Source: an optimization exercise on an open RTL-to-GDS flow (aim: small area, a short achievable clock period and few clock cycles per item). Production flows keep margins and buffers that such runs may drop.
In this exercise RTL edits were held to simulation tests only and were not proved equivalent to the original.
No activity file was given, so power comes from the tool's default toggle rates.

===== design/flow/run.sh =====
#!/bin/bash
# synth_recipe.tcl (not shown) runs the flow's synth.tcl, then flattens the netlist and writes it again
# the make line also repeats each setting of config.mk as NAME=value (left out here)
make -C /OpenROAD-flow-scripts/flow DESIGN_CONFIG=/design/flow/config.mk WORK_HOME=/design/flow/orfs CLKGATE_MAP_FILE= SYNTH_SCRIPT=/design/flow/synth_recipe.tcl finish

===== design/flow/config.mk =====
export PLATFORM = sky130hd
export DESIGN_NAME = rpn_stack_evaluator
export DESIGN_NICKNAME = rpn_stack_evaluator
export VERILOG_FILES = /design/flow/design.v
export SDC_FILE = /design/flow/constraint.sdc
export NUM_CORES = 4
export LEC_CHECK = 0
export CAP_MARGIN = 20
export CORE_MARGIN = 2
export CORE_UTILIZATION = 40
export SLEW_MARGIN = 20

===== design/flow/constraint.sdc =====
create_clock -name core_clock -period 7.0 [get_ports {clk}]
set_input_delay 1.4000 -clock core_clock [delete_from_list [all_inputs] [get_ports {clk}]]
set_output_delay 1.4000 -clock core_clock [all_outputs]
set_load 0.01 [all_outputs]

===== design/flow/design.v =====
package rse_pkg;
  localparam int unsigned WORD_W          = 32;
  localparam int unsigned STACK_DEPTH_DEF = 32;
  localparam int unsigned CFG_ADDR_W      = 3;
  localparam int unsigned CFG_DATA_W      = 32;
  localparam logic [2:0] KIND_PUSH_IMM = 3'd0;
  localparam logic [2:0] KIND_PUSH_X   = 3'd1;
  localparam logic [2:0] KIND_ADD      = 3'd2;
  localparam logic [2:0] KIND_SUB      = 3'd3;
  localparam logic [2:0] KIND_MUL      = 3'd4;
  localparam logic [2:0] KIND_DIV      = 3'd5;
  localparam logic [2:0] ST_OK    = 3'd0;
  localparam logic [2:0] ST_UNDER = 3'd1;
  localparam logic [2:0] ST_OVER  = 3'd2;
  localparam logic [2:0] ST_DIVZ  = 3'd3;
  localparam logic [2:0] ST_DEPTH = 3'd4;
  localparam logic REG_X_VALUE = 1'b0;
  typedef struct packed {
    logic [2:0]  kind;
    logic [30:0] immediate;
    logic        last;
  } in_t;
  typedef struct packed {
    logic signed [WORD_W-1:0] value;
    logic [2:0]               status;
  } out_t;
endpackage
module rpn_stack_evaluator #(
  parameter int unsigned STACK_DEPTH = rse_pkg::STACK_DEPTH_DEF
) (
  input  logic                            clk,
  input  logic                            rst_n,
  input  logic                            in_valid,
  output logic                            in_stall,
  input  logic [34:0]                     in_data,
  output logic                            out_valid,
  input  logic                            out_stall,
  output logic [34:0]                     out_data,
  input  logic                            cfg_psel,
  input  logic                            cfg_penable,
  input  logic                            cfg_pwrite,
  input  logic [rse_pkg::CFG_ADDR_W-1:0]  cfg_paddr,
  input  logic [rse_pkg::CFG_DATA_W-1:0]  cfg_pwdata,
  output logic [rse_pkg::CFG_DATA_W-1:0]  cfg_prdata,
  output logic                            cfg_pready
);
  rse_pkg::in_t  in_d;
  assign in_d = rse_pkg::in_t'(in_data);
  localparam int unsigned W   = rse_pkg::WORD_W;
  localparam int unsigned AW  = (STACK_DEPTH > 1) ? $clog2(STACK_DEPTH) : 1;
  localparam int unsigned DW  = $clog2(STACK_DEPTH + 1);
  localparam int unsigned CW  = $clog2(W);
  localparam logic [DW-1:0] FULL = DW'(STACK_DEPTH);
  localparam logic [DW-1:0] ONE  = DW'(1);
  localparam logic [DW-1:0] TWO  = DW'(2);
  localparam logic [CW-1:0] CNT_LAST = CW'(W - 1);
  localparam logic [2:0] S_IDLE = 3'd0;
  localparam logic [2:0] S_OP   = 3'd1;
  localparam logic [2:0] S_DABS = 3'd2;
  localparam logic [2:0] S_MUL  = 3'd3;
  localparam logic [2:0] S_DIV  = 3'd4;
  localparam logic [2:0] S_DNEG = 3'd5;
  localparam logic [2:0] S_FIN  = 3'd6;
  logic [2:0]    state_r, state_nxt;
  logic [2:0]    err_r, err_nxt;
  logic [DW-1:0] depth_r, depth_nxt;
  logic [W-1:0]  tos_r, tos_nxt;
  logic [W-1:0]  acc_r, acc_nxt;
  logic [W-1:0]  opa_r, opa_nxt;
  logic [W-1:0]  opb_r, opb_nxt;
  logic [CW-1:0] cnt_r, cnt_nxt;
  logic          neg_r, neg_nxt;
  logic [2:0]    kind_r, kind_nxt;
  logic          last_r, last_nxt;
  logic [W-1:0]  x_value_r, x_value_nxt;
  logic          out_valid_r, out_valid_nxt;
  rse_pkg::out_t out_data_r, out_data_nxt;
  logic [W-1:0]  stack_mem [STACK_DEPTH];
  logic [W-1:0]  rd_data_r;
  logic [AW-1:0] rd_addr;
  logic [AW-1:0] wr_addr;
  logic [DW-1:0] depth_m1;
  logic [DW-1:0] depth_m2;
  logic          mem_we;
  logic [W-1:0]  add_a;
  logic [W-1:0]  add_b;
  logic          add_sub;
  logic [W:0]    sum;
  logic [W-1:0]  rem_sh;
  logic [W-1:0]  push_word;
  logic [2:0]    done_state;
  logic [2:0]    after_in;
  logic          cfg_wr;
  assign depth_m1   = depth_r - ONE;
  assign depth_m2   = depth_r - TWO;
  assign wr_addr    = depth_m1[AW-1:0];
  assign rd_addr    = depth_m2[AW-1:0];
  assign rem_sh     = {acc_r[W-2:0], opa_r[W-1]};
  assign push_word  = (in_d.kind == rse_pkg::KIND_PUSH_IMM) ?
                      {1'b0, in_d.immediate} : x_value_r;
  assign done_state = last_r ? S_FIN : S_IDLE;
  assign after_in   = in_d.last ? S_FIN : S_IDLE;
  assign in_stall   = (state_r != S_IDLE);
  assign out_valid  = out_valid_r;
  assign out_data   = out_data_r;
  assign cfg_pready = 1'b1;
  assign cfg_wr     = cfg_psel && cfg_penable && cfg_pwrite &&
                      (cfg_paddr[2] == rse_pkg::REG_X_VALUE);
  assign cfg_prdata = (cfg_paddr[2] == rse_pkg::REG_X_VALUE) ? x_value_r : '0;
  assign x_value_nxt = cfg_wr ? cfg_pwdata : x_value_r;
  always_comb begin
    add_a   = acc_r;
    add_b   = opb_r;
    add_sub = 1'b0;
    case (state_r)
      S_OP: begin
        if (kind_r == rse_pkg::KIND_DIV) begin
          add_a   = '0;
          add_b   = rd_data_r;
          add_sub = 1'b1;
        end else begin
          add_a   = rd_data_r;
          add_b   = tos_r;
          add_sub = (kind_r == rse_pkg::KIND_SUB);
        end
      end
      S_DABS: begin
        add_a   = '0;
        add_b   = tos_r;
        add_sub = 1'b1;
      end
      S_MUL: begin
        add_a = acc_r;
        add_b = opb_r[0] ? opa_r : '0;
      end
      S_DIV: begin
        add_a   = rem_sh;
        add_b   = opb_r;
        add_sub = 1'b1;
      end
      S_DNEG: begin
        add_a   = '0;
        add_b   = opa_r;
        add_sub = 1'b1;
      end
      default: begin
        add_a   = acc_r;
        add_b   = opb_r;
        add_sub = 1'b0;
      end
    endcase
  end
  assign sum = {1'b0, add_a} + {1'b0, add_b ^ {W{add_sub}}} + {{W{1'b0}}, add_sub};
  always_comb begin
    state_nxt     = state_r;
    err_nxt       = err_r;
    depth_nxt     = depth_r;
    tos_nxt       = tos_r;
    acc_nxt       = acc_r;
    opa_nxt       = opa_r;
    opb_nxt       = opb_r;
    cnt_nxt       = cnt_r;
    neg_nxt       = neg_r;
    kind_nxt      = kind_r;
    last_nxt      = last_r;
    out_valid_nxt = out_valid_r;
    out_data_nxt  = out_data_r;
    mem_we        = 1'b0;
    if (out_valid_r && !out_stall) begin
      out_valid_nxt = 1'b0;
    end
    unique case (state_r)
      S_IDLE: begin
        if (in_valid) begin
          kind_nxt = in_d.kind;
          last_nxt = in_d.last;
          state_nxt = after_in;
          if (err_r == rse_pkg::ST_OK) begin
            case (in_d.kind)
              rse_pkg::KIND_PUSH_IMM, rse_pkg::KIND_PUSH_X: begin
                if (depth_r == FULL) begin
                  err_nxt = rse_pkg::ST_OVER;
                end else begin
                  mem_we    = (depth_r != '0);
                  tos_nxt   = push_word;
                  depth_nxt = depth_r + ONE;
                end
              end
              rse_pkg::KIND_ADD, rse_pkg::KIND_SUB,
              rse_pkg::KIND_MUL, rse_pkg::KIND_DIV: begin
                if (depth_r < TWO) begin
                  err_nxt = rse_pkg::ST_UNDER;
                end else begin
                  state_nxt = S_OP;
                end
              end
              default: begin
                state_nxt = after_in;
              end
            endcase
          end
        end
      end
      S_OP: begin
        case (kind_r)
          rse_pkg::KIND_MUL: begin
            acc_nxt   = '0;
            opa_nxt   = rd_data_r;
            opb_nxt   = tos_r;
            cnt_nxt   = '0;
            state_nxt = S_MUL;
          end
          rse_pkg::KIND_DIV: begin
            if (tos_r == '0) begin
              err_nxt   = rse_pkg::ST_DIVZ;
              state_nxt = done_state;
            end else begin
              opa_nxt   = rd_data_r[W-1] ? sum[W-1:0] : rd_data_r;
              neg_nxt   = rd_data_r[W-1] ^ tos_r[W-1];
              state_nxt = S_DABS;
            end
          end
          default: begin
            tos_nxt   = sum[W-1:0];
            depth_nxt = depth_m1;
            state_nxt = done_state;
          end
        endcase
      end
      S_DABS: begin
        opb_nxt   = tos_r[W-1] ? sum[W-1:0] : tos_r;
        acc_nxt   = '0;
        cnt_nxt   = '0;
        state_nxt = S_DIV;
      end
      S_MUL: begin
        acc_nxt = sum[W-1:0];
        opa_nxt = {opa_r[W-2:0], 1'b0};
        opb_nxt = {1'b0, opb_r[W-1:1]};
        cnt_nxt = cnt_r + CW'(1);
        if (cnt_r == CNT_LAST) begin
          tos_nxt   = sum[W-1:0];
          depth_nxt = depth_m1;
          state_nxt = done_state;
        end
      end
      S_DIV: begin
        if (sum[W]) begin
          acc_nxt = sum[W-1:0];
          opa_nxt = {opa_r[W-2:0], 1'b1};
        end else begin
          acc_nxt = rem_sh;
          opa_nxt = {opa_r[W-2:0], 1'b0};
        end
        cnt_nxt = cnt_r + CW'(1);
        if (cnt_r == CNT_LAST) begin
          state_nxt = S_DNEG;
        end
      end
      S_DNEG: begin
        tos_nxt   = neg_r ? sum[W-1:0] : opa_r;
        depth_nxt = depth_m1;
        state_nxt = done_state;
      end
      S_FIN: begin
        if (!out_valid_r || !out_stall) begin
          out_valid_nxt = 1'b1;
          if (err_r != rse_pkg::ST_OK) begin
            out_data_nxt.value  = '0;
            out_data_nxt.status = err_r;
          end else if (depth_r != ONE) begin
            out_data_nxt.value  = '0;
            out_data_nxt.status = rse_pkg::ST_DEPTH;
          end else begin
            out_data_nxt.value  = tos_r;
            out_data_nxt.status = rse_pkg::ST_OK;
          end
          depth_nxt = '0;
          err_nxt   = rse_pkg::ST_OK;
          state_nxt = S_IDLE;
        end
      end
      default: begin
        state_nxt = S_IDLE;
      end
    endcase
  end
  always_ff @(posedge clk) begin
    if (mem_we) begin
      stack_mem[wr_addr] <= tos_r;
    end
    rd_data_r <= stack_mem[rd_addr];
  end
  always_ff @(posedge clk) begin
    if (!rst_n) begin
      state_r     <= S_IDLE;
      err_r       <= rse_pkg::ST_OK;
      depth_r     <= '0;
      out_valid_r <= 1'b0;
      x_value_r   <= '0;
    end else begin
      state_r     <= state_nxt;
      err_r       <= err_nxt;
      depth_r     <= depth_nxt;
      out_valid_r <= out_valid_nxt;
      x_value_r   <= x_value_nxt;
    end
  end
  always_ff @(posedge clk) begin
    tos_r      <= tos_nxt;
    acc_r      <= acc_nxt;
    opa_r      <= opa_nxt;
    opb_r      <= opb_nxt;
    cnt_r      <= cnt_nxt;
    neg_r      <= neg_nxt;
    kind_r     <= kind_nxt;
    last_r     <= last_nxt;
    out_data_r <= out_data_nxt;
  end
endmodule

==> metrics list <==
- Registers take 37500 um2.
* Clock power share: 21.3%
* Compound-Gate Fraction of Synth Area: 6.75%
* Commonest non-fill, non-tap cell in the layout: sky130_fd_sc_hd__edfxtp_1
- Resized Gates After CTS: 0
- Die span in x: 372 um
- At the later pin of the worst-skew pair, clock insertion delay measures 0.76 ns.
- 1st-iter DRT viols: 4372
- Antenna viol nets, final: 0
* Adder-cell share of the synthesized area: 1.03%
- Of the cells placed in the final design, the portion with a size suffix greater than 1 is 21.0%.
- The final layout contains routed wiring with a total length of 157000 um.
* Final Wtd Congestion: 0.933
- In the synthesized netlist, mux cells make up 14.6% of the area.
- Across the run, the number of max-cap violations was 0.
- Xor and xnor fraction of the mapped netlist area: 1.22%
* Final layout net count: 3576
- Antenna violations before repair: 3
- For this run, the leading register cell type out of synthesis is sky130_fd_sc_hd__edfxtp_1.
- DR WL/cell: 29.3 um
- Number of pins exceeding their max-slew limit in the final report: 0
- For this design, the CTS-stage hold fixing added 0 buffers.
- The biggest area contributor in the post-synthesis netlist is sky130_fd_sc_hd__edfxtp_1.
- Status: finished clean
- The H-tree generated during clock tree synthesis spans 4 levels.
- The synthesized netlist contains 84 unique library cells.
- Sequential area share after synthesis: 69.2%
- In the layout the commonest cells are sky130_fd_sc_hd__edfxtp_1, sky130_fd_sc_hd__mux4_2, sky130_fd_sc_hd__nand2_1, sky130_fd_sc_hd__a21oi_1, sky130_fd_sc_hd__clkdlybuf4s50_1.
- The count of buffers added on input and output ports is 143.
* Seq pwr share: 32.4%
* Reported leakage power: 20.0 nW
- Total of fill cells in the finished design: 11400
* Clock buffer count from CTS: 134
- Detailed routing inserted a total of 31800 vias.
* Ranking of synthesized cells by area: sky130_fd_sc_hd__edfxtp_1, sky130_fd_sc_hd__mux4_2, sky130_fd_sc_hd__dfxtp_1, sky130_fd_sc_hd__nand2_1, sky130_fd_sc_hd__a21oi_1
- Setup repair after global routing left no endpoint under its margin.
- Detailed Routing Iterations Pass 1: 9
* Switching Share: 41.0%
- Based on the critical path, the design can be clocked at up to 0.166 GHz.
* Total internal power: 19.6 mW
- PwrDens: 530 nW/um2
- Least-Margin Pin Slew: 1.10 ns
- Combinational family with the most area after synthesis: multiplexers
- Remaining max-slew budget at the tightest pin: 26.6%
* Rows: 135
* Die area: 138000 um2
- The initial utilization of the core area, before any placement, comes to 40.1%.
- In the final layout, the multi-input gates occupy 16200 um2.
- The die is 372 um tall.
- Root Driver: sky130_fd_sc_hd__clkbuf_16
- Mean instance size in the synthesized netlist: 16.7 um2
* Standard cell core area: 135000 um2
- Dividing the final minimum period by the clock period gives 86.2%.
- The number of global-route vias before repair is 30600.
- Setup violations remaining at the end of the flow were counted as 0.
- STA classifies the critical path endpoint as a flip-flop.
- The worst hold path belongs to the class flip-flop to flip-flop.
- Combinational share of power: 46.2%
- Hold Vio Cnt, Final: 0
* Startpoint kind of the worst setup timing path: flip-flop
- Maximum number of pins on one net before global-route repair: 133
- Net count after synthesis: 3368
- The worst setup path is of the flip-flop to flip-flop kind.
* Simple-gate share of the synthesized area: 5.67%
- Post-layout minimum cycle time: 6.03 ns
* Flop and latch count out of synthesis: 1273
* Number of cells produced by synthesis: 3247
- Max rail drop VDD: 0.524 mV
* Clock skew after layout: 0.0272 ns
* Cell area after technology mapping: 54200 um2
- In this run, synthesis inferred 1197 flip-flops with an integrated enable.
- The longest clock path from root to sink contains 3 buffers.
- Data required, critical path: 7.61 ns
* Overflow left after global routing: 0
* Ys async rst share: 0%
* Worst endpoint data arrival time: 6.64 ns
* Final Hold Slack: 0.477 ns
- In the global route stage, overall resource usage came out at 22.6%.
- HPWL after detailed placement: 93600 um
* Setup fix buffers added after clock tree synthesis: 0
* Clock-pin slew on the worst setup and hold paths: 0.06 ns
- In the routed design, unresolved DRC markers number 0.
- TritonCTS built the clock tree.
- Average vias per placed instance: 5.95
* Worst-path fanout max: 23
- For this run, the number of Yosys warnings is 1.
- Num ports: 147
* Global-route wire length before repair: 223000 um
* Layout Area Growth over Synthesis: 15.9%
* Switch Pwr: 13.6 mW
* # clock sinks: 1273
- Area share of the largest cell type after synthesis: 66.4%
* Setup TNS: 0 ns
synth_stat cells, drive strengths merged (22+ instances only):
master and number:
inv 22, o22ai 31, ha 43, mux4 320, edfxtp 1197, a21oi 171, a21boi 38, mux2i 32
buf 32, xor2 45, xnor2 29, mux2 34, o21ai 120, nor2b 45, a22oi 57, and2 41
nor2 163, dfxtp 76, clkbuf 165, nand2 311, nand3 44
area by class of cell:
cell class | count | share of cell area, %
tap | 1781 | 3.55
sequential | 1273 | 59.7
clock inverter | 84 | 1.32
multi-input combinational | 1754 | 25.9
antenna | 1 | 0.00399
timing repair buffer | 269 | 3.83
clock buffer | 158 | 5.60
inverter | 23 | 0.138
flip-flops by register name, summed over array words and instances (netlist names), 2 cells and up:
register and count:
depth_r 6, state_r 3, acc_r 32, kind_r 3, x_value_r 32, stack_mem 1024, cnt_r 5, opb_r 32
out_data_r 35, err_r 2, rd_data_r 32, tos_r 32, opa_r 32
stage by stage:
step / cells / area (um2) / setup WS, ns / util, % / total power, mW
floorplan: 3247 / 54200 / 2.55 / - / 20.7
CTS: 5342 / 62800 / 1.19 / 46.5 / 33.2
finish: 5343 / 62800 / 0.967 / 46.5 / 33.3
global placement: 5100 / 58400 / 1.25 / 43.3 / 26.0
global route: 5342 / 62800 / 0.677 / 46.5 / 34.8
detailed placement: 5100 / 58400 / 1.19 / 43.3 / 26.1
logic make-up (layout without fill, tap and decap cells):
| kind of cell | count (synthesis) | count (layout) |
|---|---|---|
| XOR/XNOR | 74 | 74 |
| flip-flops | 1273 | 1273 |
| buffers and inverters | 220 | 534 |
| AND/OR/NAND/NOR | 683 | 683 |
| multiplexers | 386 | 386 |
| other | 1 | 2 |
| AO/OA/AOI/OAI | 566 | 566 |
| adder cells (fa/ha/maj) | 44 | 44 |
power groups by stage:
stage	Clock [mW]	Sequential, mW	Combinational, mW
finish	7.10	10.8	15.4
global route	7.52	10.8	16.5
CTS	7.22	10.8	15.2
detailed placement	0	10.9	15.2
global placement	0	10.9	15.0
floorplan	0	11.1	9.59
worst max-delay path: stages (launching register included):
cell                       delay [ns]
sky130_fd_sc_hd__dfxtp_1         0.45
sky130_fd_sc_hd__buf_4           0.26
sky130_fd_sc_hd__or3b_4          0.44
sky130_fd_sc_hd__nor2_2          0.48
sky130_fd_sc_hd__buf_4           0.45
sky130_fd_sc_hd__a221oi_1        0.16
sky130_fd_sc_hd__a21oi_1         0.20
sky130_fd_sc_hd__xor2_1          0.10
sky130_fd_sc_hd__ha_1            0.46
sky130_fd_sc_hd__nand2_1         0.09
sky130_fd_sc_hd__nor2_1          0.11
sky130_fd_sc_hd__o211ai_1        0.21
sky130_fd_sc_hd__a21oi_1         0.44
sky130_fd_sc_hd__o21ai_1         0.17
sky130_fd_sc_hd__a211oi_2        0.50
sky130_fd_sc_hd__a21boi_4        0.10
sky130_fd_sc_hd__nor2_1          0.62
sky130_fd_sc_hd__nor2_1          0.38
sky130_fd_sc_hd__o21ai_0         0.23
path summary, 6_finish.rpt:
path	start	to	slack, ns	cells past startpoint
max	state_r[1]	acc_r[1]	0.97	18
min	x_value_r[5]	x_value_r[5]	0.48	2
max reg2reg	state_r[1]	acc_r[1]	0.97	18
min reg2reg	x_value_r[5]	x_value_r[5]	0.48	2
routing by layer:
metal	track usage (%)	vias to the layer above	routed length, um	part of all wire [%]
met4	8.82	0	6060	3.9
met3	3.99	295	12500	8.0
li1	-	13400	-	-
met2	35.5	1577	74300	47
met1	31.3	16500	63700	41
met5	0	-	0	0
Testbench counts, summed over its fixed seeds: cycles 69,631, programs 960.

-- static timing again, ports no longer ideal --
The flow's constraints put no driver on any port. The routed layout listed below was extracted and timed again, unchanged, in two steps. Step 1, drivers: a clkbuf_16 drives clk and a buf_2 each remaining input, both assumed. Step 2 moves the port delays by t, midway between the first and last clock arrival at a register: inputs arrive t later, outputs are due t later. That takes back most of the time a late clock gives input paths. Slacks: no drivers / after step 1 / after step 2; pairs: no drivers / after step 1.
t, ns: 0.826
setup WS [ns]: 0.967 / 0.967 / 0.967
slew at the worst register clock pin (ns): 0.06 / 0.06
After both steps setup and hold are still met in this run. For this run, drivers alone change the setup slack by 0.000 ns; drivers and shift together by 0.000 ns.
